From an optimization exercise on the open Yosys and OpenROAD flow, aimed at small area and a short achievable clock period; shortcuts taken in it are not production practice.
Function was checked by simulation only, so behaviour that the tests miss may differ from the original.
Power and IR drop assume default switching activity.

$ cat flow/design.v
`default_nettype none
package alu_pkg;
  localparam int DATA_W = 16;
  localparam int OP_W   = 6;
  localparam logic [OP_W-1:0] OP_ADD = 6'd13;
  localparam logic [OP_W-1:0] OP_SUB = 6'd14;
  localparam logic [OP_W-1:0] OP_LSR = 6'd15;
  localparam logic [OP_W-1:0] OP_LSL = 6'd16;
  localparam logic [OP_W-1:0] OP_MUL = 6'd17;
  localparam logic [OP_W-1:0] OP_CMP = 6'd20;   
  localparam logic [OP_W-1:0] OP_INC = 6'd21;
  localparam logic [OP_W-1:0] OP_DEC = 6'd22;
  localparam logic [OP_W-1:0] OP_AND = 6'd23;
  localparam logic [OP_W-1:0] OP_OR  = 6'd24;
  localparam logic [OP_W-1:0] OP_XOR = 6'd25;
  localparam logic [OP_W-1:0] OP_NOT = 6'd26;
  localparam logic [OP_W-1:0] OP_RSR = 6'd27;   
  localparam logic [OP_W-1:0] OP_RSL = 6'd28;   
endpackage
`default_nettype wire
`default_nettype none
module operand_select (
  input  wire [5:0]  opcode,
  input  wire [15:0] acc,
  input  wire [15:0] x,
  input  wire [15:0] y,
  input  wire [15:0] imm,
  input  wire        ra,
  output wire [15:0] reg_word,
  output wire [15:0] m2,
  output wire [15:0] a,
  output wire [15:0] b
);
  wire imm_zero = ~|imm;
  wire unary = (opcode == 6'd21) | (opcode == 6'd22) | (opcode == 6'd26);
  assign reg_word = ra ? y : x;
  assign m2       = imm | ({16{imm_zero}} & acc);
  assign a        = (imm_zero & ~unary) ? acc : reg_word;
  assign b        = unary ? 16'd1 : (imm | ({16{imm_zero}} & reg_word));
endmodule
`default_nettype wire
`default_nettype none
module arith_unit (
  input  wire [5:0]  opcode,
  input  wire [15:0] a,
  input  wire [15:0] b,
  input  wire [15:0] reg_word,
  input  wire [15:0] m2,
  output wire [15:0] sum,
  output wire        add_carry,
  output wire        add_ovf,
  output wire [15:0] prod,
  output wire        mul_ovf
);
  wire        is_sub = (opcode == 6'd14) | (opcode == 6'd20) | (opcode == 6'd22);
  wire [15:0] bx     = is_sub ? ~b : b;
  wire [16:0] s17    = {1'b0, a} + {1'b0, bx} + {16'd0, is_sub};
  assign sum       = s17[15:0];
  assign add_carry = s17[16] ^ is_sub;   
  assign add_ovf   = (a[15] == bx[15]) & (s17[15] != a[15]);
  wire [16:0] r0, r1;
  wire [16:0] p;
  mul_lo17 mul_lo17_inst (
    .a  (reg_word),
    .b  (m2),
    .r0 (r0),
    .r1 (r1)
  );
  assign p    = r0 + r1;
  assign prod = p[15:0];
  logic [18:0] ta, tb;
  logic        ge15, ge16, ge18;   
  always_comb begin
    ta = '0;
    tb = '0;
    ta[0] = 1'b1;
    tb[0] = 1'b1;
    ta[1] = 1'b1;
    tb[1] = 1'b1;
    for (int j = 2; j <= 16; j++) begin
      ta[j] = ta[j-1] & (reg_word[16-j] == reg_word[15]);
      tb[j] = tb[j-1] & (m2[16-j] == m2[15]);
    end
    ge15 = 1'b0;
    ge16 = 1'b0;
    ge18 = 1'b0;
    for (int j = 1; j <= 16; j++) begin
      ge15 = ge15 | (ta[j] & ((j >= 14) ? 1'b1 : tb[15 - j]));
      ge16 = ge16 | (ta[j] & ((j >= 15) ? 1'b1 : tb[16 - j]));
      ge18 = ge18 | (ta[j] & ((j >= 17) ? 1'b1 : tb[18 - j]));
    end
  end
  wire neg_exact = p[16] & p[15] & ~|p[14:0] & (reg_word[15] ^ m2[15]);
  assign mul_ovf = ~ge18 & (~ge15 | (ge16 ? (p[16] ^ p[15]) : ~neg_exact));
endmodule
module mul_lo17 (
  input  wire [15:0] a,
  input  wire [15:0] b,
  output wire [16:0] r0,
  output wire [16:0] r1
);
  wire pp_0_0;
  wire pp_0_1;
  wire pp_0_2;
  wire pp_0_3;
  wire pp_0_4;
  wire pp_0_5;
  wire pp_0_6;
  wire pp_0_7;
  wire pp_0_8;
  wire pp_0_9;
  wire pp_0_10;
  wire pp_0_11;
  wire pp_0_12;
  wire pp_0_13;
  wire pp_0_14;
  wire pp_0_15;
  wire pp_1_0;
  wire pp_1_1;
  wire pp_1_2;
  wire pp_1_3;
  wire pp_1_4;
  wire pp_1_5;
  wire pp_1_6;
  wire pp_1_7;
  wire pp_1_8;
  wire pp_1_9;
  wire pp_1_10;
  wire pp_1_11;
  wire pp_1_12;
  wire pp_1_13;
  wire pp_1_14;
  wire pp_1_15;
  wire pp_2_0;
  wire pp_2_1;
  wire pp_2_2;
  wire pp_2_3;
  wire pp_2_4;
  wire pp_2_5;
  wire pp_2_6;
  wire pp_2_7;
  wire pp_2_8;
  wire pp_2_9;
  wire pp_2_10;
  wire pp_2_11;
  wire pp_2_12;
  wire pp_2_13;
  wire pp_2_14;
  wire pp_3_0;
  wire pp_3_1;
  wire pp_3_2;
  wire pp_3_3;
  wire pp_3_4;
  wire pp_3_5;
  wire pp_3_6;
  wire pp_3_7;
  wire pp_3_8;
  wire pp_3_9;
  wire pp_3_10;
  wire pp_3_11;
  wire pp_3_12;
  wire pp_3_13;
  wire pp_4_0;
  wire pp_4_1;
  wire pp_4_2;
  wire pp_4_3;
  wire pp_4_4;
  wire pp_4_5;
  wire pp_4_6;
  wire pp_4_7;
  wire pp_4_8;
  wire pp_4_9;
  wire pp_4_10;
  wire pp_4_11;
  wire pp_4_12;
  wire pp_5_0;
  wire pp_5_1;
  wire pp_5_2;
  wire pp_5_3;
  wire pp_5_4;
  wire pp_5_5;
  wire pp_5_6;
  wire pp_5_7;
  wire pp_5_8;
  wire pp_5_9;
  wire pp_5_10;
  wire pp_5_11;
  wire pp_6_0;
  wire pp_6_1;
  wire pp_6_2;
  wire pp_6_3;
  wire pp_6_4;
  wire pp_6_5;
  wire pp_6_6;
  wire pp_6_7;
  wire pp_6_8;
  wire pp_6_9;
  wire pp_6_10;
  wire pp_7_0;
  wire pp_7_1;
  wire pp_7_2;
  wire pp_7_3;
  wire pp_7_4;
  wire pp_7_5;
  wire pp_7_6;
  wire pp_7_7;
  wire pp_7_8;
  wire pp_7_9;
  wire pp_8_0;
  wire pp_8_1;
  wire pp_8_2;
  wire pp_8_3;
  wire pp_8_4;
  wire pp_8_5;
  wire pp_8_6;
  wire pp_8_7;
  wire pp_8_8;
  wire pp_9_0;
  wire pp_9_1;
  wire pp_9_2;
  wire pp_9_3;
  wire pp_9_4;
  wire pp_9_5;
  wire pp_9_6;
  wire pp_9_7;
  wire pp_10_0;
  wire pp_10_1;
  wire pp_10_2;
  wire pp_10_3;
  wire pp_10_4;
  wire pp_10_5;
  wire pp_10_6;
  wire pp_11_0;
  wire pp_11_1;
  wire pp_11_2;
  wire pp_11_3;
  wire pp_11_4;
  wire pp_11_5;
  wire pp_12_0;
  wire pp_12_1;
  wire pp_12_2;
  wire pp_12_3;
  wire pp_12_4;
  wire pp_13_0;
  wire pp_13_1;
  wire pp_13_2;
  wire pp_13_3;
  wire pp_14_0;
  wire pp_14_1;
  wire pp_14_2;
  wire pp_15_0;
  wire pp_15_1;
  wire hs_0;
  wire hc_0;
  wire fs_0;
  wire fc_0;
  wire hs_1;
  wire hc_1;
  wire fs_1;
  wire fc_1;
  wire fs_2;
  wire fc_2;
  wire hs_2;
  wire hc_2;
  wire fs_3;
  wire fc_3;
  wire fs_4;
  wire fc_4;
  wire fs_5;
  wire fc_5;
  wire hs_3;
  wire hc_3;
  wire fs_6;
  wire fc_6;
  wire hs_4;
  wire hc_4;
  wire fs_7;
  wire fc_7;
  wire fs_8;
  wire fc_8;
  wire hs_5;
  wire hc_5;
  wire fs_9;
  wire fc_9;
  wire fs_10;
  wire fc_10;
  wire fs_11;
  wire fc_11;
  wire hs_6;
  wire hc_6;
  wire fs_12;
  wire fc_12;
  wire fs_13;
  wire fc_13;
  wire fs_14;
  wire fc_14;
  wire fs_15;
  wire fc_15;
  wire fs_16;
  wire fc_16;
  wire fs_17;
  wire fc_17;
  wire fs_18;
  wire fc_18;
  wire fs_19;
  wire fc_19;
  wire fs_20;
  wire fc_20;
  wire fs_21;
  wire fc_21;
  wire fs_22;
  wire fc_22;
  wire fs_23;
  wire fc_23;
  wire fs_24;
  wire fc_24;
  wire fs_25;
  wire fc_25;
  wire fs_26;
  wire fc_26;
  wire fs_27;
  wire fc_27;
  wire hs_7;
  wire hc_7;
  wire fs_28;
  wire fc_28;
  wire hs_8;
  wire hc_8;
  wire fs_29;
  wire fc_29;
  wire fs_30;
  wire fc_30;
  wire hs_9;
  wire hc_9;
  wire fs_31;
  wire fc_31;
  wire fs_32;
  wire fc_32;
  wire fs_33;
  wire fc_33;
  wire fs_34;
  wire fc_34;
  wire fs_35;
  wire fc_35;
  wire fs_36;
  wire fc_36;
  wire fs_37;
  wire fc_37;
  wire fs_38;
  wire fc_38;
  wire fs_39;
  wire fc_39;
  wire fs_40;
  wire fc_40;
  wire fs_41;
  wire fc_41;
  wire fs_42;
  wire fc_42;
  wire fs_43;
  wire fc_43;
  wire fs_44;
  wire fc_44;
  wire fs_45;
  wire fc_45;
  wire fs_46;
  wire fc_46;
  wire fs_47;
  wire fc_47;
  wire fs_48;
  wire fc_48;
  wire fs_49;
  wire fc_49;
  wire fs_50;
  wire fc_50;
  wire fs_51;
  wire fc_51;
  wire fs_52;
  wire fc_52;
  wire fs_53;
  wire fc_53;
  wire fs_54;
  wire fc_54;
  wire hs_10;
  wire hc_10;
  wire fs_55;
  wire fc_55;
  wire hs_11;
  wire hc_11;
  wire fs_56;
  wire fc_56;
  wire fs_57;
  wire fc_57;
  wire fs_58;
  wire fc_58;
  wire fs_59;
  wire fc_59;
  wire fs_60;
  wire fc_60;
  wire fs_61;
  wire fc_61;
  wire fs_62;
  wire fc_62;
  wire fs_63;
  wire fc_63;
  wire fs_64;
  wire fc_64;
  wire fs_65;
  wire fc_65;
  wire fs_66;
  wire fc_66;
  wire fs_67;
  wire fc_67;
  wire fs_68;
  wire fc_68;
  wire fs_69;
  wire fc_69;
  wire fs_70;
  wire fc_70;
  wire fs_71;
  wire fc_71;
  wire fs_72;
  wire fc_72;
  wire fs_73;
  wire fc_73;
  wire fs_74;
  wire fc_74;
  wire fs_75;
  wire fc_75;
  wire fs_76;
  wire fc_76;
  wire fs_77;
  wire fc_77;
  wire hs_12;
  wire hc_12;
  wire fs_78;
  wire fc_78;
  wire fs_79;
  wire fc_79;
  wire fs_80;
  wire fc_80;
  wire fs_81;
  wire fc_81;
  wire fs_82;
  wire fc_82;
  wire fs_83;
  wire fc_83;
  wire fs_84;
  wire fc_84;
  wire fs_85;
  wire fc_85;
  wire fs_86;
  wire fc_86;
  wire fs_87;
  wire fc_87;
  wire fs_88;
  wire fc_88;
  wire fs_89;
  wire fc_89;
  wire fs_90;
  wire fc_90;
  wire hs_13;
  wire hc_13;
  wire fs_91;
  wire fc_91;
  wire fs_92;
  wire fc_92;
  wire fs_93;
  wire fc_93;
  wire fs_94;
  wire fc_94;
  wire fs_95;
  wire fc_95;
  wire fs_96;
  wire fc_96;
  wire fs_97;
  wire fc_97;
  wire fs_98;
  wire fc_98;
  wire fs_99;
  wire fc_99;
  wire fs_100;
  wire fc_100;
  wire fs_101;
  wire fc_101;
  wire fs_102;
  wire fc_102;
  wire fs_103;
  wire fc_103;
  wire fs_104;
  wire fc_104;
  assign pp_0_0 = a[0] & b[0];
  assign pp_0_1 = a[0] & b[1];
  assign pp_0_2 = a[0] & b[2];
  assign pp_0_3 = a[0] & b[3];
  assign pp_0_4 = a[0] & b[4];
  assign pp_0_5 = a[0] & b[5];
  assign pp_0_6 = a[0] & b[6];
  assign pp_0_7 = a[0] & b[7];
  assign pp_0_8 = a[0] & b[8];
  assign pp_0_9 = a[0] & b[9];
  assign pp_0_10 = a[0] & b[10];
  assign pp_0_11 = a[0] & b[11];
  assign pp_0_12 = a[0] & b[12];
  assign pp_0_13 = a[0] & b[13];
  assign pp_0_14 = a[0] & b[14];
  assign pp_0_15 = ~(a[0] & b[15]);
  assign pp_1_0 = a[1] & b[0];
  assign pp_1_1 = a[1] & b[1];
  assign pp_1_2 = a[1] & b[2];
  assign pp_1_3 = a[1] & b[3];
  assign pp_1_4 = a[1] & b[4];
  assign pp_1_5 = a[1] & b[5];
  assign pp_1_6 = a[1] & b[6];
  assign pp_1_7 = a[1] & b[7];
  assign pp_1_8 = a[1] & b[8];
  assign pp_1_9 = a[1] & b[9];
  assign pp_1_10 = a[1] & b[10];
  assign pp_1_11 = a[1] & b[11];
  assign pp_1_12 = a[1] & b[12];
  assign pp_1_13 = a[1] & b[13];
  assign pp_1_14 = a[1] & b[14];
  assign pp_1_15 = ~(a[1] & b[15]);
  assign pp_2_0 = a[2] & b[0];
  assign pp_2_1 = a[2] & b[1];
  assign pp_2_2 = a[2] & b[2];
  assign pp_2_3 = a[2] & b[3];
  assign pp_2_4 = a[2] & b[4];
  assign pp_2_5 = a[2] & b[5];
  assign pp_2_6 = a[2] & b[6];
  assign pp_2_7 = a[2] & b[7];
  assign pp_2_8 = a[2] & b[8];
  assign pp_2_9 = a[2] & b[9];
  assign pp_2_10 = a[2] & b[10];
  assign pp_2_11 = a[2] & b[11];
  assign pp_2_12 = a[2] & b[12];
  assign pp_2_13 = a[2] & b[13];
  assign pp_2_14 = a[2] & b[14];
  assign pp_3_0 = a[3] & b[0];
  assign pp_3_1 = a[3] & b[1];
  assign pp_3_2 = a[3] & b[2];
  assign pp_3_3 = a[3] & b[3];
  assign pp_3_4 = a[3] & b[4];
  assign pp_3_5 = a[3] & b[5];
  assign pp_3_6 = a[3] & b[6];
  assign pp_3_7 = a[3] & b[7];
  assign pp_3_8 = a[3] & b[8];
  assign pp_3_9 = a[3] & b[9];
  assign pp_3_10 = a[3] & b[10];
  assign pp_3_11 = a[3] & b[11];
  assign pp_3_12 = a[3] & b[12];
  assign pp_3_13 = a[3] & b[13];
  assign pp_4_0 = a[4] & b[0];
  assign pp_4_1 = a[4] & b[1];
  assign pp_4_2 = a[4] & b[2];
  assign pp_4_3 = a[4] & b[3];
  assign pp_4_4 = a[4] & b[4];
  assign pp_4_5 = a[4] & b[5];
  assign pp_4_6 = a[4] & b[6];
  assign pp_4_7 = a[4] & b[7];
  assign pp_4_8 = a[4] & b[8];
  assign pp_4_9 = a[4] & b[9];
  assign pp_4_10 = a[4] & b[10];
  assign pp_4_11 = a[4] & b[11];
  assign pp_4_12 = a[4] & b[12];
  assign pp_5_0 = a[5] & b[0];
  assign pp_5_1 = a[5] & b[1];
  assign pp_5_2 = a[5] & b[2];
  assign pp_5_3 = a[5] & b[3];
  assign pp_5_4 = a[5] & b[4];
  assign pp_5_5 = a[5] & b[5];
  assign pp_5_6 = a[5] & b[6];
  assign pp_5_7 = a[5] & b[7];
  assign pp_5_8 = a[5] & b[8];
  assign pp_5_9 = a[5] & b[9];
  assign pp_5_10 = a[5] & b[10];
  assign pp_5_11 = a[5] & b[11];
  assign pp_6_0 = a[6] & b[0];
  assign pp_6_1 = a[6] & b[1];
  assign pp_6_2 = a[6] & b[2];
  assign pp_6_3 = a[6] & b[3];
  assign pp_6_4 = a[6] & b[4];
  assign pp_6_5 = a[6] & b[5];
  assign pp_6_6 = a[6] & b[6];
  assign pp_6_7 = a[6] & b[7];
  assign pp_6_8 = a[6] & b[8];
  assign pp_6_9 = a[6] & b[9];
  assign pp_6_10 = a[6] & b[10];
  assign pp_7_0 = a[7] & b[0];
  assign pp_7_1 = a[7] & b[1];
  assign pp_7_2 = a[7] & b[2];
  assign pp_7_3 = a[7] & b[3];
  assign pp_7_4 = a[7] & b[4];
  assign pp_7_5 = a[7] & b[5];
  assign pp_7_6 = a[7] & b[6];
  assign pp_7_7 = a[7] & b[7];
  assign pp_7_8 = a[7] & b[8];
  assign pp_7_9 = a[7] & b[9];
  assign pp_8_0 = a[8] & b[0];
  assign pp_8_1 = a[8] & b[1];
  assign pp_8_2 = a[8] & b[2];
  assign pp_8_3 = a[8] & b[3];
  assign pp_8_4 = a[8] & b[4];
  assign pp_8_5 = a[8] & b[5];
  assign pp_8_6 = a[8] & b[6];
  assign pp_8_7 = a[8] & b[7];
  assign pp_8_8 = a[8] & b[8];
  assign pp_9_0 = a[9] & b[0];
  assign pp_9_1 = a[9] & b[1];
  assign pp_9_2 = a[9] & b[2];
  assign pp_9_3 = a[9] & b[3];
  assign pp_9_4 = a[9] & b[4];
  assign pp_9_5 = a[9] & b[5];
  assign pp_9_6 = a[9] & b[6];
  assign pp_9_7 = a[9] & b[7];
  assign pp_10_0 = a[10] & b[0];
  assign pp_10_1 = a[10] & b[1];
  assign pp_10_2 = a[10] & b[2];
  assign pp_10_3 = a[10] & b[3];
  assign pp_10_4 = a[10] & b[4];
  assign pp_10_5 = a[10] & b[5];
  assign pp_10_6 = a[10] & b[6];
  assign pp_11_0 = a[11] & b[0];
  assign pp_11_1 = a[11] & b[1];
  assign pp_11_2 = a[11] & b[2];
  assign pp_11_3 = a[11] & b[3];
  assign pp_11_4 = a[11] & b[4];
  assign pp_11_5 = a[11] & b[5];
  assign pp_12_0 = a[12] & b[0];
  assign pp_12_1 = a[12] & b[1];
  assign pp_12_2 = a[12] & b[2];
  assign pp_12_3 = a[12] & b[3];
  assign pp_12_4 = a[12] & b[4];
  assign pp_13_0 = a[13] & b[0];
  assign pp_13_1 = a[13] & b[1];
  assign pp_13_2 = a[13] & b[2];
  assign pp_13_3 = a[13] & b[3];
  assign pp_14_0 = a[14] & b[0];
  assign pp_14_1 = a[14] & b[1];
  assign pp_14_2 = a[14] & b[2];
  assign pp_15_0 = ~(a[15] & b[0]);
  assign pp_15_1 = ~(a[15] & b[1]);
  assign hs_0 = pp_0_13 ^ pp_1_12;
  assign hc_0 = pp_0_13 & pp_1_12;
  assign fs_0 = pp_0_14 ^ pp_1_13 ^ pp_2_12;
  assign fc_0 = (pp_0_14 & pp_1_13) | (pp_0_14 & pp_2_12) | (pp_1_13 & pp_2_12);
  assign hs_1 = pp_3_11 ^ pp_4_10;
  assign hc_1 = pp_3_11 & pp_4_10;
  assign fs_1 = pp_0_15 ^ pp_1_14 ^ pp_2_13;
  assign fc_1 = (pp_0_15 & pp_1_14) | (pp_0_15 & pp_2_13) | (pp_1_14 & pp_2_13);
  assign fs_2 = pp_3_12 ^ pp_4_11 ^ pp_5_10;
  assign fc_2 = (pp_3_12 & pp_4_11) | (pp_3_12 & pp_5_10) | (pp_4_11 & pp_5_10);
  assign hs_2 = pp_6_9 ^ pp_7_8;
  assign hc_2 = pp_6_9 & pp_7_8;
  assign fs_3 = pp_1_15 ^ pp_2_14 ^ pp_3_13;
  assign fc_3 = (pp_1_15 & pp_2_14) | (pp_1_15 & pp_3_13) | (pp_2_14 & pp_3_13);
  assign fs_4 = pp_4_12 ^ pp_5_11 ^ pp_6_10;
  assign fc_4 = (pp_4_12 & pp_5_11) | (pp_4_12 & pp_6_10) | (pp_5_11 & pp_6_10);
  assign fs_5 = pp_7_9 ^ pp_8_8 ^ pp_9_7;
  assign fc_5 = (pp_7_9 & pp_8_8) | (pp_7_9 & pp_9_7) | (pp_8_8 & pp_9_7);
  assign hs_3 = pp_0_9 ^ pp_1_8;
  assign hc_3 = pp_0_9 & pp_1_8;
  assign fs_6 = pp_0_10 ^ pp_1_9 ^ pp_2_8;
  assign fc_6 = (pp_0_10 & pp_1_9) | (pp_0_10 & pp_2_8) | (pp_1_9 & pp_2_8);
  assign hs_4 = pp_3_7 ^ pp_4_6;
  assign hc_4 = pp_3_7 & pp_4_6;
  assign fs_7 = pp_0_11 ^ pp_1_10 ^ pp_2_9;
  assign fc_7 = (pp_0_11 & pp_1_10) | (pp_0_11 & pp_2_9) | (pp_1_10 & pp_2_9);
  assign fs_8 = pp_3_8 ^ pp_4_7 ^ pp_5_6;
  assign fc_8 = (pp_3_8 & pp_4_7) | (pp_3_8 & pp_5_6) | (pp_4_7 & pp_5_6);
  assign hs_5 = pp_6_5 ^ pp_7_4;
  assign hc_5 = pp_6_5 & pp_7_4;
  assign fs_9 = pp_0_12 ^ pp_1_11 ^ pp_2_10;
  assign fc_9 = (pp_0_12 & pp_1_11) | (pp_0_12 & pp_2_10) | (pp_1_11 & pp_2_10);
  assign fs_10 = pp_3_9 ^ pp_4_8 ^ pp_5_7;
  assign fc_10 = (pp_3_9 & pp_4_8) | (pp_3_9 & pp_5_7) | (pp_4_8 & pp_5_7);
  assign fs_11 = pp_6_6 ^ pp_7_5 ^ pp_8_4;
  assign fc_11 = (pp_6_6 & pp_7_5) | (pp_6_6 & pp_8_4) | (pp_7_5 & pp_8_4);
  assign hs_6 = pp_9_3 ^ pp_10_2;
  assign hc_6 = pp_9_3 & pp_10_2;
  assign fs_12 = pp_2_11 ^ pp_3_10 ^ pp_4_9;
  assign fc_12 = (pp_2_11 & pp_3_10) | (pp_2_11 & pp_4_9) | (pp_3_10 & pp_4_9);
  assign fs_13 = pp_5_8 ^ pp_6_7 ^ pp_7_6;
  assign fc_13 = (pp_5_8 & pp_6_7) | (pp_5_8 & pp_7_6) | (pp_6_7 & pp_7_6);
  assign fs_14 = pp_8_5 ^ pp_9_4 ^ pp_10_3;
  assign fc_14 = (pp_8_5 & pp_9_4) | (pp_8_5 & pp_10_3) | (pp_9_4 & pp_10_3);
  assign fs_15 = pp_11_2 ^ pp_12_1 ^ pp_13_0;
  assign fc_15 = (pp_11_2 & pp_12_1) | (pp_11_2 & pp_13_0) | (pp_12_1 & pp_13_0);
  assign fs_16 = pp_5_9 ^ pp_6_8 ^ pp_7_7;
  assign fc_16 = (pp_5_9 & pp_6_8) | (pp_5_9 & pp_7_7) | (pp_6_8 & pp_7_7);
  assign fs_17 = pp_8_6 ^ pp_9_5 ^ pp_10_4;
  assign fc_17 = (pp_8_6 & pp_9_5) | (pp_8_6 & pp_10_4) | (pp_9_5 & pp_10_4);
  assign fs_18 = pp_11_3 ^ pp_12_2 ^ pp_13_1;
  assign fc_18 = (pp_11_3 & pp_12_2) | (pp_11_3 & pp_13_1) | (pp_12_2 & pp_13_1);
  assign fs_19 = pp_14_0 ^ hc_0 ^ fs_0;
  assign fc_19 = (pp_14_0 & hc_0) | (pp_14_0 & fs_0) | (hc_0 & fs_0);
  assign fs_20 = pp_8_7 ^ pp_9_6 ^ pp_10_5;
  assign fc_20 = (pp_8_7 & pp_9_6) | (pp_8_7 & pp_10_5) | (pp_9_6 & pp_10_5);
  assign fs_21 = pp_11_4 ^ pp_12_3 ^ pp_13_2;
  assign fc_21 = (pp_11_4 & pp_12_3) | (pp_11_4 & pp_13_2) | (pp_12_3 & pp_13_2);
  assign fs_22 = pp_14_1 ^ pp_15_0 ^ fc_0;
  assign fc_22 = (pp_14_1 & pp_15_0) | (pp_14_1 & fc_0) | (pp_15_0 & fc_0);
  assign fs_23 = hc_1 ^ fs_1 ^ fs_2;
  assign fc_23 = (hc_1 & fs_1) | (hc_1 & fs_2) | (fs_1 & fs_2);
  assign fs_24 = pp_10_6 ^ pp_11_5 ^ pp_12_4;
  assign fc_24 = (pp_10_6 & pp_11_5) | (pp_10_6 & pp_12_4) | (pp_11_5 & pp_12_4);
  assign fs_25 = pp_13_3 ^ pp_14_2 ^ pp_15_1;
  assign fc_25 = (pp_13_3 & pp_14_2) | (pp_13_3 & pp_15_1) | (pp_14_2 & pp_15_1);
  assign fs_26 = 1'b1 ^ fc_1 ^ fc_2;
  assign fc_26 = (1'b1 & fc_1) | (1'b1 & fc_2) | (fc_1 & fc_2);
  assign fs_27 = hc_2 ^ fs_3 ^ fs_4;
  assign fc_27 = (hc_2 & fs_3) | (hc_2 & fs_4) | (fs_3 & fs_4);
  assign hs_7 = pp_0_6 ^ pp_1_5;
  assign hc_7 = pp_0_6 & pp_1_5;
  assign fs_28 = pp_0_7 ^ pp_1_6 ^ pp_2_5;
  assign fc_28 = (pp_0_7 & pp_1_6) | (pp_0_7 & pp_2_5) | (pp_1_6 & pp_2_5);
  assign hs_8 = pp_3_4 ^ pp_4_3;
  assign hc_8 = pp_3_4 & pp_4_3;
  assign fs_29 = pp_0_8 ^ pp_1_7 ^ pp_2_6;
  assign fc_29 = (pp_0_8 & pp_1_7) | (pp_0_8 & pp_2_6) | (pp_1_7 & pp_2_6);
  assign fs_30 = pp_3_5 ^ pp_4_4 ^ pp_5_3;
  assign fc_30 = (pp_3_5 & pp_4_4) | (pp_3_5 & pp_5_3) | (pp_4_4 & pp_5_3);
  assign hs_9 = pp_6_2 ^ pp_7_1;
  assign hc_9 = pp_6_2 & pp_7_1;
  assign fs_31 = pp_2_7 ^ pp_3_6 ^ pp_4_5;
  assign fc_31 = (pp_2_7 & pp_3_6) | (pp_2_7 & pp_4_5) | (pp_3_6 & pp_4_5);
  assign fs_32 = pp_5_4 ^ pp_6_3 ^ pp_7_2;
  assign fc_32 = (pp_5_4 & pp_6_3) | (pp_5_4 & pp_7_2) | (pp_6_3 & pp_7_2);
  assign fs_33 = pp_8_1 ^ pp_9_0 ^ hs_3;
  assign fc_33 = (pp_8_1 & pp_9_0) | (pp_8_1 & hs_3) | (pp_9_0 & hs_3);
  assign fs_34 = pp_5_5 ^ pp_6_4 ^ pp_7_3;
  assign fc_34 = (pp_5_5 & pp_6_4) | (pp_5_5 & pp_7_3) | (pp_6_4 & pp_7_3);
  assign fs_35 = pp_8_2 ^ pp_9_1 ^ pp_10_0;
  assign fc_35 = (pp_8_2 & pp_9_1) | (pp_8_2 & pp_10_0) | (pp_9_1 & pp_10_0);
  assign fs_36 = hc_3 ^ fs_6 ^ hs_4;
  assign fc_36 = (hc_3 & fs_6) | (hc_3 & hs_4) | (fs_6 & hs_4);
  assign fs_37 = pp_8_3 ^ pp_9_2 ^ pp_10_1;
  assign fc_37 = (pp_8_3 & pp_9_2) | (pp_8_3 & pp_10_1) | (pp_9_2 & pp_10_1);
  assign fs_38 = pp_11_0 ^ fc_6 ^ hc_4;
  assign fc_38 = (pp_11_0 & fc_6) | (pp_11_0 & hc_4) | (fc_6 & hc_4);
  assign fs_39 = fs_7 ^ fs_8 ^ hs_5;
  assign fc_39 = (fs_7 & fs_8) | (fs_7 & hs_5) | (fs_8 & hs_5);
  assign fs_40 = pp_11_1 ^ pp_12_0 ^ fc_7;
  assign fc_40 = (pp_11_1 & pp_12_0) | (pp_11_1 & fc_7) | (pp_12_0 & fc_7);
  assign fs_41 = fc_8 ^ hc_5 ^ fs_9;
  assign fc_41 = (fc_8 & hc_5) | (fc_8 & fs_9) | (hc_5 & fs_9);
  assign fs_42 = fs_10 ^ fs_11 ^ hs_6;
  assign fc_42 = (fs_10 & fs_11) | (fs_10 & hs_6) | (fs_11 & hs_6);
  assign fs_43 = fc_9 ^ fc_10 ^ fc_11;
  assign fc_43 = (fc_9 & fc_10) | (fc_9 & fc_11) | (fc_10 & fc_11);
  assign fs_44 = hc_6 ^ fs_12 ^ fs_13;
  assign fc_44 = (hc_6 & fs_12) | (hc_6 & fs_13) | (fs_12 & fs_13);
  assign fs_45 = fs_14 ^ fs_15 ^ hs_0;
  assign fc_45 = (fs_14 & fs_15) | (fs_14 & hs_0) | (fs_15 & hs_0);
  assign fs_46 = fc_12 ^ fc_13 ^ fc_14;
  assign fc_46 = (fc_12 & fc_13) | (fc_12 & fc_14) | (fc_13 & fc_14);
  assign fs_47 = fc_15 ^ fs_16 ^ fs_17;
  assign fc_47 = (fc_15 & fs_16) | (fc_15 & fs_17) | (fs_16 & fs_17);
  assign fs_48 = fs_18 ^ hs_1 ^ fs_19;
  assign fc_48 = (fs_18 & hs_1) | (fs_18 & fs_19) | (hs_1 & fs_19);
  assign fs_49 = fc_16 ^ fc_17 ^ fc_18;
  assign fc_49 = (fc_16 & fc_17) | (fc_16 & fc_18) | (fc_17 & fc_18);
  assign fs_50 = fs_20 ^ fs_21 ^ hs_2;
  assign fc_50 = (fs_20 & fs_21) | (fs_20 & hs_2) | (fs_21 & hs_2);
  assign fs_51 = fc_19 ^ fs_22 ^ fs_23;
  assign fc_51 = (fc_19 & fs_22) | (fc_19 & fs_23) | (fs_22 & fs_23);
  assign fs_52 = fc_20 ^ fc_21 ^ fs_24;
  assign fc_52 = (fc_20 & fc_21) | (fc_20 & fs_24) | (fc_21 & fs_24);
  assign fs_53 = fs_25 ^ fs_5 ^ fc_22;
  assign fc_53 = (fs_25 & fs_5) | (fs_25 & fc_22) | (fs_5 & fc_22);
  assign fs_54 = fc_23 ^ fs_26 ^ fs_27;
  assign fc_54 = (fc_23 & fs_26) | (fc_23 & fs_27) | (fs_26 & fs_27);
  assign hs_10 = pp_0_4 ^ pp_1_3;
  assign hc_10 = pp_0_4 & pp_1_3;
  assign fs_55 = pp_0_5 ^ pp_1_4 ^ pp_2_3;
  assign fc_55 = (pp_0_5 & pp_1_4) | (pp_0_5 & pp_2_3) | (pp_1_4 & pp_2_3);
  assign hs_11 = pp_3_2 ^ pp_4_1;
  assign hc_11 = pp_3_2 & pp_4_1;
  assign fs_56 = pp_2_4 ^ pp_3_3 ^ pp_4_2;
  assign fc_56 = (pp_2_4 & pp_3_3) | (pp_2_4 & pp_4_2) | (pp_3_3 & pp_4_2);
  assign fs_57 = pp_5_1 ^ pp_6_0 ^ hs_7;
  assign fc_57 = (pp_5_1 & pp_6_0) | (pp_5_1 & hs_7) | (pp_6_0 & hs_7);
  assign fs_58 = pp_5_2 ^ pp_6_1 ^ pp_7_0;
  assign fc_58 = (pp_5_2 & pp_6_1) | (pp_5_2 & pp_7_0) | (pp_6_1 & pp_7_0);
  assign fs_59 = hc_7 ^ fs_28 ^ hs_8;
  assign fc_59 = (hc_7 & fs_28) | (hc_7 & hs_8) | (fs_28 & hs_8);
  assign fs_60 = pp_8_0 ^ fc_28 ^ hc_8;
  assign fc_60 = (pp_8_0 & fc_28) | (pp_8_0 & hc_8) | (fc_28 & hc_8);
  assign fs_61 = fs_29 ^ fs_30 ^ hs_9;
  assign fc_61 = (fs_29 & fs_30) | (fs_29 & hs_9) | (fs_30 & hs_9);
  assign fs_62 = fc_29 ^ fc_30 ^ hc_9;
  assign fc_62 = (fc_29 & fc_30) | (fc_29 & hc_9) | (fc_30 & hc_9);
  assign fs_63 = fs_31 ^ fs_32 ^ fs_33;
  assign fc_63 = (fs_31 & fs_32) | (fs_31 & fs_33) | (fs_32 & fs_33);
  assign fs_64 = fc_31 ^ fc_32 ^ fs_34;
  assign fc_64 = (fc_31 & fc_32) | (fc_31 & fs_34) | (fc_32 & fs_34);
  assign fs_65 = fs_35 ^ fc_33 ^ fs_36;
  assign fc_65 = (fs_35 & fc_33) | (fs_35 & fs_36) | (fc_33 & fs_36);
  assign fs_66 = fc_34 ^ fc_35 ^ fs_37;
  assign fc_66 = (fc_34 & fc_35) | (fc_34 & fs_37) | (fc_35 & fs_37);
  assign fs_67 = fc_36 ^ fs_38 ^ fs_39;
  assign fc_67 = (fc_36 & fs_38) | (fc_36 & fs_39) | (fs_38 & fs_39);
  assign fs_68 = fc_37 ^ fc_38 ^ fc_39;
  assign fc_68 = (fc_37 & fc_38) | (fc_37 & fc_39) | (fc_38 & fc_39);
  assign fs_69 = fs_40 ^ fs_41 ^ fs_42;
  assign fc_69 = (fs_40 & fs_41) | (fs_40 & fs_42) | (fs_41 & fs_42);
  assign fs_70 = fc_40 ^ fc_41 ^ fc_42;
  assign fc_70 = (fc_40 & fc_41) | (fc_40 & fc_42) | (fc_41 & fc_42);
  assign fs_71 = fs_43 ^ fs_44 ^ fs_45;
  assign fc_71 = (fs_43 & fs_44) | (fs_43 & fs_45) | (fs_44 & fs_45);
  assign fs_72 = fc_43 ^ fc_44 ^ fc_45;
  assign fc_72 = (fc_43 & fc_44) | (fc_43 & fc_45) | (fc_44 & fc_45);
  assign fs_73 = fs_46 ^ fs_47 ^ fs_48;
  assign fc_73 = (fs_46 & fs_47) | (fs_46 & fs_48) | (fs_47 & fs_48);
  assign fs_74 = fc_46 ^ fc_47 ^ fs_49;
  assign fc_74 = (fc_46 & fc_47) | (fc_46 & fs_49) | (fc_47 & fs_49);
  assign fs_75 = fs_50 ^ fc_48 ^ fs_51;
  assign fc_75 = (fs_50 & fc_48) | (fs_50 & fs_51) | (fc_48 & fs_51);
  assign fs_76 = fc_49 ^ fc_50 ^ fs_52;
  assign fc_76 = (fc_49 & fc_50) | (fc_49 & fs_52) | (fc_50 & fs_52);
  assign fs_77 = fs_53 ^ fc_51 ^ fs_54;
  assign fc_77 = (fs_53 & fc_51) | (fs_53 & fs_54) | (fc_51 & fs_54);
  assign hs_12 = pp_0_3 ^ pp_1_2;
  assign hc_12 = pp_0_3 & pp_1_2;
  assign fs_78 = pp_2_2 ^ pp_3_1 ^ pp_4_0;
  assign fc_78 = (pp_2_2 & pp_3_1) | (pp_2_2 & pp_4_0) | (pp_3_1 & pp_4_0);
  assign fs_79 = pp_5_0 ^ hc_10 ^ fs_55;
  assign fc_79 = (pp_5_0 & hc_10) | (pp_5_0 & fs_55) | (hc_10 & fs_55);
  assign fs_80 = fc_55 ^ hc_11 ^ fs_56;
  assign fc_80 = (fc_55 & hc_11) | (fc_55 & fs_56) | (hc_11 & fs_56);
  assign fs_81 = fc_56 ^ fs_58 ^ fc_57;
  assign fc_81 = (fc_56 & fs_58) | (fc_56 & fc_57) | (fs_58 & fc_57);
  assign fs_82 = fc_58 ^ fc_59 ^ fs_60;
  assign fc_82 = (fc_58 & fc_59) | (fc_58 & fs_60) | (fc_59 & fs_60);
  assign fs_83 = fc_60 ^ fc_61 ^ fs_62;
  assign fc_83 = (fc_60 & fc_61) | (fc_60 & fs_62) | (fc_61 & fs_62);
  assign fs_84 = fc_62 ^ fs_64 ^ fc_63;
  assign fc_84 = (fc_62 & fs_64) | (fc_62 & fc_63) | (fs_64 & fc_63);
  assign fs_85 = fc_64 ^ fs_66 ^ fc_65;
  assign fc_85 = (fc_64 & fs_66) | (fc_64 & fc_65) | (fs_66 & fc_65);
  assign fs_86 = fc_66 ^ fc_67 ^ fs_68;
  assign fc_86 = (fc_66 & fc_67) | (fc_66 & fs_68) | (fc_67 & fs_68);
  assign fs_87 = fc_68 ^ fc_69 ^ fs_70;
  assign fc_87 = (fc_68 & fc_69) | (fc_68 & fs_70) | (fc_69 & fs_70);
  assign fs_88 = fc_70 ^ fc_71 ^ fs_72;
  assign fc_88 = (fc_70 & fc_71) | (fc_70 & fs_72) | (fc_71 & fs_72);
  assign fs_89 = fc_72 ^ fs_74 ^ fc_73;
  assign fc_89 = (fc_72 & fs_74) | (fc_72 & fc_73) | (fs_74 & fc_73);
  assign fs_90 = fc_74 ^ fs_76 ^ fc_75;
  assign fc_90 = (fc_74 & fs_76) | (fc_74 & fc_75) | (fs_76 & fc_75);
  assign hs_13 = pp_0_2 ^ pp_1_1;
  assign hc_13 = pp_0_2 & pp_1_1;
  assign fs_91 = pp_2_1 ^ pp_3_0 ^ hs_12;
  assign fc_91 = (pp_2_1 & pp_3_0) | (pp_2_1 & hs_12) | (pp_3_0 & hs_12);
  assign fs_92 = hc_12 ^ fs_78 ^ hs_10;
  assign fc_92 = (hc_12 & fs_78) | (hc_12 & hs_10) | (fs_78 & hs_10);
  assign fs_93 = fc_78 ^ hs_11 ^ fs_79;
  assign fc_93 = (fc_78 & hs_11) | (fc_78 & fs_79) | (hs_11 & fs_79);
  assign fs_94 = fc_79 ^ fs_80 ^ fs_57;
  assign fc_94 = (fc_79 & fs_80) | (fc_79 & fs_57) | (fs_80 & fs_57);
  assign fs_95 = fc_80 ^ fs_59 ^ fs_81;
  assign fc_95 = (fc_80 & fs_59) | (fc_80 & fs_81) | (fs_59 & fs_81);
  assign fs_96 = fs_61 ^ fc_81 ^ fs_82;
  assign fc_96 = (fs_61 & fc_81) | (fs_61 & fs_82) | (fc_81 & fs_82);
  assign fs_97 = fc_82 ^ fs_83 ^ fs_63;
  assign fc_97 = (fc_82 & fs_83) | (fc_82 & fs_63) | (fs_83 & fs_63);
  assign fs_98 = fc_83 ^ fs_65 ^ fs_84;
  assign fc_98 = (fc_83 & fs_65) | (fc_83 & fs_84) | (fs_65 & fs_84);
  assign fs_99 = fs_67 ^ fc_84 ^ fs_85;
  assign fc_99 = (fs_67 & fc_84) | (fs_67 & fs_85) | (fc_84 & fs_85);
  assign fs_100 = fs_69 ^ fc_85 ^ fs_86;
  assign fc_100 = (fs_69 & fc_85) | (fs_69 & fs_86) | (fc_85 & fs_86);
  assign fs_101 = fs_71 ^ fc_86 ^ fs_87;
  assign fc_101 = (fs_71 & fc_86) | (fs_71 & fs_87) | (fc_86 & fs_87);
  assign fs_102 = fc_87 ^ fs_88 ^ fs_73;
  assign fc_102 = (fc_87 & fs_88) | (fc_87 & fs_73) | (fs_88 & fs_73);
  assign fs_103 = fc_88 ^ fs_75 ^ fs_89;
  assign fc_103 = (fc_88 & fs_75) | (fc_88 & fs_89) | (fs_75 & fs_89);
  assign fs_104 = fs_77 ^ fc_89 ^ fs_90;
  assign fc_104 = (fs_77 & fc_89) | (fs_77 & fs_90) | (fc_89 & fs_90);
  assign r0[0] = pp_0_0;
  assign r1[0] = 1'b0;
  assign r0[1] = pp_0_1;
  assign r1[1] = pp_1_0;
  assign r0[2] = pp_2_0;
  assign r1[2] = hs_13;
  assign r0[3] = hc_13;
  assign r1[3] = fs_91;
  assign r0[4] = fc_91;
  assign r1[4] = fs_92;
  assign r0[5] = fc_92;
  assign r1[5] = fs_93;
  assign r0[6] = fc_93;
  assign r1[6] = fs_94;
  assign r0[7] = fc_94;
  assign r1[7] = fs_95;
  assign r0[8] = fc_95;
  assign r1[8] = fs_96;
  assign r0[9] = fc_96;
  assign r1[9] = fs_97;
  assign r0[10] = fc_97;
  assign r1[10] = fs_98;
  assign r0[11] = fc_98;
  assign r1[11] = fs_99;
  assign r0[12] = fc_99;
  assign r1[12] = fs_100;
  assign r0[13] = fc_100;
  assign r1[13] = fs_101;
  assign r0[14] = fc_101;
  assign r1[14] = fs_102;
  assign r0[15] = fc_102;
  assign r1[15] = fs_103;
  assign r0[16] = fc_103;
  assign r1[16] = fs_104;
endmodule
`default_nettype wire
`default_nettype none
module bitwise_unit (
  input  wire [5:0]  opcode,
  input  wire [15:0] a,
  input  wire [15:0] b,
  output wire [15:0] logic_val,
  output wire [15:0] shift_val
);
  wire op_and = (opcode == 6'd23);
  wire op_or  = (opcode == 6'd24);
  wire op_xor = (opcode == 6'd25);
  assign logic_val = op_and ? (a & b) :
                     op_or  ? (a | b) :
                     op_xor ? (a ^ b) : ~a;
  wire right = (opcode == 6'd15) | (opcode == 6'd27);   
  wire lsh   = (opcode == 6'd15) | (opcode == 6'd16);   
  wire big   = |b[15:4];
  wire [15:0] src = right ? {a[14:0], a[15]} : a;
  wire [3:0]  k   = right ? ~b[3:0] : b[3:0];
  logic [15:0] rot;
  logic [15:0] keep;
  always_comb begin
    rot = src;
    for (int s = 0; s < 4; s++) begin
      if (k[s]) rot = (rot << (1 << s)) | (rot >> (16 - (1 << s)));
    end
    for (int i = 0; i < 16; i++) begin
      keep[i] = right ? (4'(15 - i) >= b[3:0]) : (4'(i) >= b[3:0]);
    end
  end
  assign shift_val = lsh ? (rot & keep & {16{~big}}) : rot;
endmodule
`default_nettype wire
`default_nettype none
module result_register (
  input  wire        clk,
  input  wire        rst,
  input  wire        en,
  input  wire [5:0]  opcode,
  input  wire [15:0] sum,
  input  wire        add_carry,
  input  wire        add_ovf,
  input  wire [15:0] prod,
  input  wire        mul_ovf,
  input  wire [15:0] logic_val,
  input  wire [15:0] shift_val,
  output logic [15:0] res,
  output logic [3:0]  flags,
  output logic        done
);
  logic sel_add, sel_mul, sel_logic, sel_shift;
  always_comb begin
    sel_add   = 1'b0;
    sel_mul   = 1'b0;
    sel_logic = 1'b0;
    sel_shift = 1'b0;
    case (opcode)
      6'd13, 6'd14, 6'd20, 6'd21, 6'd22: sel_add   = 1'b1;
      6'd17:                             sel_mul   = 1'b1;
      6'd23, 6'd24, 6'd25, 6'd26:        sel_logic = 1'b1;
      6'd15, 6'd16, 6'd27, 6'd28:        sel_shift = 1'b1;
      default: ;
    endcase
  end
  wire [15:0] value = ({16{sel_add}}   & sum)       |
                      ({16{sel_mul}}   & prod)      |
                      ({16{sel_logic}} & logic_val) |
                      ({16{sel_shift}} & shift_val);
  wire hit     = sel_add | sel_mul | sel_logic | sel_shift;
  wire flag_we = en & hit;                    
  wire res_we  = flag_we & (opcode != 6'd20);   
  wire [3:0] next_flags = {~|value, value[15], sel_add & add_carry,
                           (sel_add & add_ovf) | (sel_mul & mul_ovf)};
  always_ff @(posedge clk) begin
    if (!rst) begin
      res   <= '0;
      flags <= '0;
      done  <= 1'b0;
    end else begin
      done <= en;
      if (flag_we) flags <= next_flags;
      if (res_we)  res   <= value;
    end
  end
endmodule
`default_nettype wire
`default_nettype none
module alu_top (
  input  wire        clk,
  input  wire        rst,
  input  wire        en,
  input  wire [70:0] req,
  output wire [15:0] res,
  output wire [3:0]  flags,
  output wire        done
);
  wire [5:0]  opcode = req[70:65];
  wire [15:0] acc    = req[64:49];
  wire [15:0] x      = req[48:33];
  wire [15:0] y      = req[32:17];
  wire [15:0] imm    = req[16:1];
  wire        ra     = req[0];
  wire [15:0] reg_word, m2, a, b;
  wire [15:0] sum, prod, logic_val, shift_val;
  wire        add_carry, add_ovf, mul_ovf;
  operand_select operand_select_inst (
    .opcode   (opcode),
    .acc      (acc),
    .x        (x),
    .y        (y),
    .imm      (imm),
    .ra       (ra),
    .reg_word (reg_word),
    .m2       (m2),
    .a        (a),
    .b        (b)
  );
  arith_unit arith_unit_inst (
    .opcode    (opcode),
    .a         (a),
    .b         (b),
    .reg_word  (reg_word),
    .m2        (m2),
    .sum       (sum),
    .add_carry (add_carry),
    .add_ovf   (add_ovf),
    .prod      (prod),
    .mul_ovf   (mul_ovf)
  );
  bitwise_unit bitwise_unit_inst (
    .opcode    (opcode),
    .a         (a),
    .b         (b),
    .logic_val (logic_val),
    .shift_val (shift_val)
  );
  result_register result_register_inst (
    .clk       (clk),
    .rst       (rst),
    .en        (en),
    .opcode    (opcode),
    .sum       (sum),
    .add_carry (add_carry),
    .add_ovf   (add_ovf),
    .prod      (prod),
    .mul_ovf   (mul_ovf),
    .logic_val (logic_val),
    .shift_val (shift_val),
    .res       (res),
    .flags     (flags),
    .done      (done)
  );
endmodule
`default_nettype wire
$ cat flow/run.sh
#!/bin/bash
# synth_recipe.tcl (not shown) runs the flow's synth.tcl, then flattens the netlist and writes it again
# the make line also repeats each setting of config.mk as NAME=value (left out here)
make -C /OpenROAD-flow-scripts/flow DESIGN_CONFIG=/design/flow/config.mk WORK_HOME=/design/flow/orfs CLKGATE_MAP_FILE= SYNTH_SCRIPT=/design/flow/synth_recipe.tcl finish
$ cat flow/config.mk
export PLATFORM = sky130hd
export DESIGN_NAME = alu_top
export DESIGN_NICKNAME = alu_top
export VERILOG_FILES = /design/flow/design.v
export SDC_FILE = /design/flow/constraint.sdc
export NUM_CORES = 4
export LEC_CHECK = 0
export CAP_MARGIN = 20
export CORE_MARGIN = 2
export CORE_UTILIZATION = 40
export SLEW_MARGIN = 20
$ cat flow/constraint.sdc
create_clock -name core_clock -period 11.5 [get_ports {clk}]
set_input_delay 2.3000 -clock core_clock [delete_from_list [all_inputs] [get_ports {clk}]]
set_output_delay 2.3000 -clock core_clock [all_outputs]
set_load 0.01 [all_outputs]
==> results of run 1 <==
-- registers in the layout (all words and copies together), names as in the netlist --
signal	cells
result_register_inst.flags	4
result_register_inst.res	16
result_register_inst.done	1
-- metrics by stage --
step	hold slack, ns	total power [mW]	instances
after floorplan	0.498	1.22	1500
after global placement	0.464	1.73	1902
after detailed placement	0.474	1.73	1902
after CTS	0.482	1.81	1906
after global routing	0.510	1.98	1906
final	0.482	1.82	1906
-- logic make-up (layout without fill, tap and decap cells) --
family          Yosys count  after routing  share of synthesized area (%)
fa+ha+maj               175            175                           26.4
buf+inv                 240            305                           8.91
xor+xnor                 86             86                           7.28
simple gates            496            496                           21.2
flops                    21             21                           3.84
compound gates          359            359                           20.7
mux                     123            123                           11.7
-- per-layer routing --
metal | vias up | global-route usage (%) | wire [um]
met5 | - | 0 | 0
met4 | 0 | 13.5 | 2280
met3 | 98 | 2.40 | 2790
met2 | 513 | 48.7 | 19300
met1 | 5539 | 40.5 | 18900
li1 | 5331 | - | -
-- layout by cell type, fill, tap and decap left out, types with 5 or more instances in the layout --
master / netlist / final
nor2_1: 223 / 223
inv_1: 155 / 155
nand2_1: 114 / 114
a21oi_1: 112 / 111
mux2i_1: 101 / 99
fa_1: 93 / 93
clkdlybuf4s50_1: 0 / 93
ha_1: 82 / 82
o21ai_0: 76 / 76
xnor2_1: 68 / 68
buf_4: 3 / 48
o22ai_1: 26 / 26
nor3_1: 26 / 26
nand3_1: 24 / 24
a211oi_1: 23 / 23
a21o_1: 22 / 22
dfxtp_1: 21 / 21
mux2_2: 18 / 18
xor2_1: 15 / 15
nand2b_1: 12 / 12
or2_2: 12 / 12
a31oi_1: 10 / 10
and2_1: 10 / 10
nor4_1: 10 / 10
or4_1: 9 / 9
nand4_1: 9 / 9
o211ai_1: 9 / 9
a222oi_1: 9 / 9
nor2b_1: 8 / 8
or3_1: 9 / 8
and3_1: 8 / 8
o221ai_1: 7 / 7
a22oi_1: 6 / 6
a2111oi_0: 5 / 5
a221oi_1: 5 / 5
-- final timing paths --
kind	from	end	slack (ns)
max	req[3]	result_register_inst.flags[0]	0.47
min	result_register_inst.res[9]	result_register_inst.res[9]	0.48
max reg2reg	result_register_inst.flags[0]	result_register_inst.flags[0]	10.08
min reg2reg	result_register_inst.res[9]	result_register_inst.res[9]	0.48
-- report_power, final --
part	total [mW]	leakage, nW	internal (mW)	switching, mW
combinational	1.67	5.44	0.675	0.996
clock	0.0723	0.0382	0.0472	0.0252
sequential	0.0778	0.171	0.0763	0.00152
-- tightest hold or removal path: cells and delay by family, from the launching register on --
kind            cells  cell delay [ns]
flops               1             0.30
compound gates      2             0.13
-- layout make-up --
cell class | count | area [sq um]
Fill cell | 2780 | 14500
Multi-Input combinational cell | 1239 | 9570
Timing Repair Buffer | 142 | 1300
Inverter | 159 | 612
Tap cell | 341 | 427
Sequential cell | 21 | 420
Clock buffer | 4 | 78.8
==> impl_results.md, run 1 <==
- Hold violation count in the final report: 0
- H-tree depth: 1
- Clock Skew: 0 ns
- Syn Nets: around 1700
- Most common cell in the netlist: nor2_1
- Grt total ovfl: 0
- TritonCTS buffer count: 3
- Die height: 170 um
- Status: no timing/DRC/antenna violations
- Die Wd: roughly 170 um
- Setup crit start kind: input pin
- # IOs: 95
- Post-CTS Setup Bufs: 0
- DR vias: between 10000 and 15000
- Slowest library cell on the worst path: a21oi_1
- Largest net degree at the start of global routing: 44
- Critical Path Max Stage Delay: between 0.7 and 0.8 ns
- CP top delay family: adder cells
- Die area: 28700 sq um
- DRC: 0
- Synth area leader: fa_1
- CP dominant cell by count: fa_1
- Synth top area share: approximately 17%
- Final worst path period share: 95.9%
- Placed cell area: 12300 sq um
- CP Data Required Time: around 12 ns
- Max VDD drop: approximately 0.22 mV
- Syn Inst Count: 1500
- Area grow syn2layout: 13.2%
- R2R cell count: 3
- Synth cell count leaders: 223 x nor2_1, 155 x inv_1, 114 x nand2_1
- Peak Freq: 0.0907 GHz
- Clock Sinks: 21
- YS warnings: 3
- Share of post-route cells with drive strength above 1: under 10%
- Number of flops mapped to enable cells by yosys: 0
- CTS tree: done
- Hold Path Class: flip-flop to flip-flop
- Max clock buf depth: 2
- Mapped cell area: around 11000 sq um
- Max Slew Vio Count: 0
- Final setup fails: 0
- Post-synthesis sequential area ratio: ~3.8%
- Clock latency (worst-skew pair): between 0.2 and 0.3 ns
- Nature of the critical path endpoint: flip-flop
- Crit path depth: 32
- Ys async rst share: 0%
- Main synth FF type: dfxtp_1
- Hold-critical path depth: 2
- Final HPWL DP: about 35 mm
- Pwr Density: ~150 nW/um^2
- CP bufs+invs: 6
- Initial antenna violation count: 1
- Area contributors post-synth: fa_1 17%, ha_1 9.4%, mux2i_1 9.2%
- Rows: 60
- Max-cap violation count: 0
- Avg WL per Cell: around 23 um
- Mean post-synth cell area: ~7.3 sq um
- RSZ-0062 raised after global routing: no
- CTS Hold Bufs: 0
- First-pass GRT wire length: approximately 66 mm
- Pre-CTS worst setup slack: approximately 0.32 ns
- Leak: roughly 5.7 nW
- Fin Setup TNS: 0 ns
- Setup WS post-layout: ~0.47 ns
- Root Driver: clkbuf_16
- WL final: 43.2 mm
- Drt pass-1 iters: 6
- Slew at the pin closest to its max-slew limit: 1.08 ns
- Post-CTS Resized: 0
- Core Util, Final: 46.0%
- Number of global-route vias before repair: roughly 11000
- Worst rel slew slack: around a quarter
- Synth Register Bits: 21
- Fin area: between 10000 and 15000 sq um
- CTS clk-pin slew, worst paths: 0.06 ns
- PortBufs: 94
- Initial DRC count: about 1200
- CP Max Fanout: 15
- Vias per inst: 6.02
- Layout Nets: around 1800
- Starting Density: around two fifths
- Worst Setup Path Type: input pin to flip-flop
- Fin crit period: 11.03 ns
- Core box area: between 20000 and 30000 sq um
- Final ANT Viol Nets: 0
- Worst Path Arrival: roughly 11 ns
- All-Layer GR Usage: between 20% and 30%
- Post-synth cell types: slightly above 80
- N_diodes: 0
- GP Congestion: just over 1
==> inputs of run 2 (changes only) <==
--- a/flow/design.v
+++ b/flow/design.v
@@ -51,4 +51,6 @@
   output wire        add_ovf,
   output wire [15:0] prod,
+  output wire        prod_zero,
+  output wire        sum_zero,
   output wire        mul_ovf
 );
@@ -59,6 +61,8 @@
   assign add_carry = s17[16] ^ is_sub;   
   assign add_ovf   = (a[15] == bx[15]) & (s17[15] != a[15]);
+  wire [15:0] az = (a ^ bx) ^ {(a[14:0] | bx[14:0]), is_sub};
+  assign sum_zero = ~|az;
   wire [16:0] r0, r1;
-  wire [16:0] p;
+  logic [16:0] p;
   mul_lo17 mul_lo17_inst (
     .a  (reg_word),
@@ -67,6 +71,28 @@
     .r1 (r1)
   );
-  assign p    = r0 + r1;
+  logic [16:0] g0, p0;
+  logic [16:0] gg [0:5];
+  logic [16:0] pg [0:5];
+  always_comb begin
+    g0 = r0 & r1;
+    p0 = r0 ^ r1;
+    gg[0] = g0;
+    pg[0] = p0;
+    for (int l = 0; l < 5; l++) begin
+      gg[l+1] = gg[l];
+      pg[l+1] = pg[l];
+      for (int i = 0; i < 17; i++) begin
+        if (((i >> l) & 1) == 1) begin
+          gg[l+1][i] = gg[l][i] | (pg[l][i] & gg[l][((i >> l) << l) - 1]);
+          pg[l+1][i] = pg[l][i] & pg[l][((i >> l) << l) - 1];
+        end
+      end
+    end
+    p = p0 ^ {gg[5][15:0], 1'b0};
+  end
   assign prod = p[15:0];
+  wire [16:0] zc = p0 ^ {(r0[15:0] | r1[15:0]), 1'b0};
+  assign prod_zero = ~|zc[15:0];
+  wire   lo15_zero = ~|zc[14:0];
   logic [18:0] ta, tb;
   logic        ge15, ge16, ge18;   
@@ -91,5 +117,5 @@
     end
   end
-  wire neg_exact = p[16] & p[15] & ~|p[14:0] & (reg_word[15] ^ m2[15]);
+  wire neg_exact = p[16] & p[15] & lo15_zero & (reg_word[15] ^ m2[15]);
   assign mul_ovf = ~ge18 & (~ge15 | (ge16 ? (p[16] ^ p[15]) : ~neg_exact));
 endmodule
@@ -933,4 +959,5 @@
   wire [15:0] src = right ? {a[14:0], a[15]} : a;
   wire [3:0]  k   = right ? ~b[3:0] : b[3:0];
+  wire [15:0] th = 16'hffff << b[3:0];
   logic [15:0] rot;
   logic [15:0] keep;
@@ -941,5 +968,5 @@
     end
     for (int i = 0; i < 16; i++) begin
-      keep[i] = right ? (4'(15 - i) >= b[3:0]) : (4'(i) >= b[3:0]);
+      keep[i] = right ? th[15 - i] : th[i];
     end
   end
@@ -957,4 +984,6 @@
   input  wire        add_ovf,
   input  wire [15:0] prod,
+  input  wire        prod_zero,
+  input  wire        sum_zero,
   input  wire        mul_ovf,
   input  wire [15:0] logic_val,
@@ -982,8 +1011,10 @@
                       ({16{sel_logic}} & logic_val) |
                       ({16{sel_shift}} & shift_val);
+  wire [15:0] other = ({16{sel_logic}} & logic_val) | ({16{sel_shift}} & shift_val);
+  wire zero = sel_add ? sum_zero : sel_mul ? prod_zero : ~|other;
   wire hit     = sel_add | sel_mul | sel_logic | sel_shift;
   wire flag_we = en & hit;                    
   wire res_we  = flag_we & (opcode != 6'd20);   
-  wire [3:0] next_flags = {~|value, value[15], sel_add & add_carry,
+  wire [3:0] next_flags = {zero, value[15], sel_add & add_carry,
                            (sel_add & add_ovf) | (sel_mul & mul_ovf)};
   always_ff @(posedge clk) begin
@@ -1018,5 +1049,5 @@
   wire [15:0] reg_word, m2, a, b;
   wire [15:0] sum, prod, logic_val, shift_val;
-  wire        add_carry, add_ovf, mul_ovf;
+  wire        add_carry, add_ovf, mul_ovf, prod_zero, sum_zero;
   operand_select operand_select_inst (
     .opcode   (opcode),
@@ -1041,4 +1072,6 @@
     .add_ovf   (add_ovf),
     .prod      (prod),
+    .prod_zero (prod_zero),
+    .sum_zero  (sum_zero),
     .mul_ovf   (mul_ovf)
   );
@@ -1059,4 +1092,6 @@
     .add_ovf   (add_ovf),
     .prod      (prod),
+    .prod_zero (prod_zero),
+    .sum_zero  (sum_zero),
     .mul_ovf   (mul_ovf),
     .logic_val (logic_val),
--- a/flow/config.mk
+++ b/flow/config.mk
@@ -6,4 +6,5 @@
 export NUM_CORES = 4
 export LEC_CHECK = 0
+export ABC_AREA = 1
 export CAP_MARGIN = 20
 export CORE_MARGIN = 2
==> impl_results.md, run 2 <==
- Status: no timing/DRC/antenna violations
- Nature of the critical path endpoint: flip-flop
- Largest registers: result_register_inst.res: 16 flops, result_register_inst.flags: 4 flops, result_register_inst.done: 1 flops
- Worst rel slew slack: 31.4% (+5.2 points)
- Slew at the pin closest to its max-slew limit: 1.03 ns (-0.0479 ns)
- Post-synth cell types: 54 (-34%)
- CTS Hold Bufs: 0 (unchanged)
- Max Slew Vio Count: 0 (unchanged)
- Main synth FF type: dfxtp_1
- Synth area leader: fa_1
- Die height: 171 um (+0.85%)
- Worst min-delay path startpoint: result_register_inst.flags[1]
- Synth Register Bits: 21 (unchanged)
- H-tree depth: 1 (unchanged)
- Fin crit period: 8.86 ns (-2.17 ns)
- Crit path from: req[5]
- Final Non-Filler Cells: 2211 (+16%)
- Fin Setup TNS: 0 ns (unchanged)
- Hold Path Class: flip-flop to flip-flop
- Vias per inst: 5.44 (-9.7%)
- RSZ-0062 raised after global routing: no
- YS warnings: 5 (+2)
- Area grow syn2layout: 11.8%
- Max clock buf depth: 2 (unchanged)
- Area contributors post-synth: fa_1 17%, ha_1 12%, nand2_1 11%
- Slowest library cell on the worst path: fa_1
- Grt total ovfl: 0 (unchanged)
- First-pass GRT wire length: 64.2 mm (-2.8%)
- Core box area: 27600 sq um (+2.5%)
- Root Driver: clkbuf_16
- Final HPWL DP: 34.9 mm (-1.4%)
- Most common cell in the netlist: nand2_1
- Syn Nets: 2056 (+18%)
- Max-cap violation count: 0 (unchanged)
- CP Max Fanout: 22 (+7)
- Inst Count DP: 2207 (+16%)
- Fillers: 3010 (+8.3%)
- Rows: 61 (+1.7%)
- Setup crit start kind: input pin
- Max VDD drop: 0.164 mV (-24%)
- DR vias: 12000 (+4.7%)
- PortBufs: 94 (unchanged)
- Layout Nets: 2114 (+16%)
- Clock Sinks: 21 (unchanged)
- GP Congestion: 0.995 (-1.1%)
- Placed cell area: 12400 sq um (+0.51%)
- WL final: 41.5 mm (-4.0%)
- Number of flops mapped to enable cells by yosys: 0 (unchanged)
- Share of post-route cells with drive strength above 1: 4.53% (-2.2 points)
- CP Data Required Time: 11.69 ns (+0.05 ns)
- Largest net degree at the start of global routing: 39 (-11%)
- DRC: 0 (unchanged)
- TritonCTS buffer count: 3 (unchanged)
- Clock latency (worst-skew pair): 0.26 ns (about the same)
- Fin area: 12500 sq um (+0.48%)
- Largest register FFs: 16 (unchanged)
- Syn Inst Count: 1776 (+18%)
- Biggest register: result_register_inst.res
- Mapped cell area: 11100 sq um (+1.7%)
- FF-to-FF Start: result_register_inst.flags[0]
- Leak: 6.40 nW (+13%)
- Drt pass-1 iters: 6 (unchanged)
- Most frequent cells in the layout: 328 x nand2_1, 314 x inv_1, 245 x nand3_1
- Die Wd: 171 um (+0.85%)
- CP dominant cell by count: nand2_1
- Worst Setup Path Type: input pin to flip-flop
- Avg WL per Cell: 18.8 um (-17%)
- Ys async rst share: 0% (unchanged)
- Synth cell count leaders: 328 x nand2_1, 314 x inv_1, 245 x nand3_1
- Number of global-route vias before repair: 11400 (+3.4%)
- Clock Skew: 0 ns (unchanged)
- Final ANT Viol Nets: 0 (unchanged)
- All-Layer GR Usage: 28.5% (-1.4 points)
- Critical Path Max Stage Delay: 0.51 ns (-0.27 ns)
- Commonest non-fill, non-tap cell in the layout: nand2_1
- Hold violation count in the final report: 0 (unchanged)
- Starting Density: 40.4% (-0.31 points)
- CTS clk-pin slew, worst paths: 0.07 ns (about the same)
- Post-CTS Resized: 0 (unchanged)
- Mean post-synth cell area: 6.28 sq um (-14%)
- Post-CTS Setup Bufs: 0 (unchanged)
- Final setup fails: 0 (unchanged)
- Pwr Density: 144 nW/um^2 (-1.6%)
- Die area: 29200 sq um (+1.7%)
- Initial DRC count: 1341 (+13%)
- Final worst path period share: 77.1% (-19 points)
- Synth top area share: 17.1% (+0.067 points)
- Worst Path Arrival: 9.06 ns (-2.11 ns)
- CTS tree: done
- Post-synthesis sequential area ratio: 3.77% (-0.066 points)
- Initial antenna violation count: 1 (unchanged)
- Peak Freq: 0.113 GHz (+24%)
- N_diodes: 0 (unchanged)
- # IOs: 95 (unchanged)
-- run 2: final timing paths --
kind	endpoint	slack [ns]	cells past startpoint
worst max register to register	result_register_inst.flags[0]	10.69	2
worst min register to register	result_register_inst.flags[1]	0.49	2
worst max-delay path	result_register_inst.flags[0]	2.64	31
worst min-delay path	result_register_inst.flags[1]	0.49	2
-- run 2: per-layer routing --
metal / track usage [%] / wire [um] / up-vias
met1: 37.6 / 17500 / 5657
met3: 3.75 / 2960 / 86
met2: 47.5 / 19200 / 506
met4: 10.6 / 1810 / 0
li1: - / - / 5772
met5: 0 / 0 / -
-- run 2: kinds of logic (layout without fill, tap and decap cells) --
kind of cell    count (synthesis)  in the layout  share of synthesized area, %
buf+inv                       387            444                          13.9
flops                          21             21                          3.77
simple gates                  835            835                          32.8
xor+xnor                       83             83                          6.69
compound gates                244            244                          13.4
fa+ha+maj                     206            206                          29.5
-- run 2: report_power, final --
part           switching, mW  internal, mW  total [mW]  leakage (nW)
Combinational          0.994         0.649        1.64          6.18
Clock                 0.0301        0.0468      0.0769        0.0409
Sequential           0.00298        0.0776      0.0806         0.171
Total                   1.03         0.774        1.80          6.40
-- run 2: final cells by class --
class | instances | area, sq um | area share [%]
multi-input cells | 1368 | 9190 | 73.7
inverters | 330 | 1240 | 9.94
clock buffers | 3 | 75.1 | 0.602
clock inverters | 1 | 5.00 | 0.0401
flip-flops and latches | 21 | 420 | 3.37
well taps | 378 | 473 | 3.79
repair buffers | 110 | 1060 | 8.51
-- run 2: metrics by stage --
| step | power (mW) | util [%] | setup slack [ns] | hold slack [ns] |
|---|---|---|---|---|
| 3_3_place_gp | 1.69 | 44.8 | 2.57 | 0.470 |
| 6_report | 1.80 | 45.1 | 2.64 | 0.487 |
| 5_1_grt | 2.02 | 45.1 | 2.09 | 0.507 |
| 3_5_place_dp | 1.72 | 44.8 | 2.40 | 0.481 |
| 2_1_floorplan | 1.27 | - | 3.90 | 0.495 |
| 4_1_cts | 1.80 | 45.1 | 2.65 | 0.491 |
-- run 2: worst max-delay path, delay by kind of cell --
| family | cells | cell delay [ns] |
|---|---|---|
| AND/OR/NAND/NOR | 15 | 2.19 |
| buffers and inverters | 3 | 1.15 |
| AO/OA/AOI/OAI | 7 | 1.01 |
| adder cells (fa/ha/maj) | 6 | 2.36 |

[afterwards: timing with drivers on the ports]
The results above use ideal ports. As a check the final layouts listed here were re-extracted and re-timed, cells and wires unchanged. Step 1 assumes that a clkbuf_16 drives the clock port and a buf_2 every other input. Step 2 adds t to the input delays and takes it off the output delays; t is the mean of the earliest and latest rising clock arrival at the registers after step 1. Input paths then give back, and output paths get back, about the clock's delay inside the block. a / b / c = ideal / step 1 / step 2; a / b = the first two.
run | t, ns | setup slack, ns | hold slack, ns | worst setup path at the end | worst register clock-pin slew, ns
run 1 | 0.279 | 0.469 / 0.473 / 0.194 | 0.482 / 0.482 / 0.482 | input to register | 0.06 / 0.06
run 2 | 0.281 | 2.636 / 2.642 / 2.361 | 0.487 / 0.487 / 0.487 | input to register | 0.07 / 0.07
After both steps setup and hold are still met in every run listed.
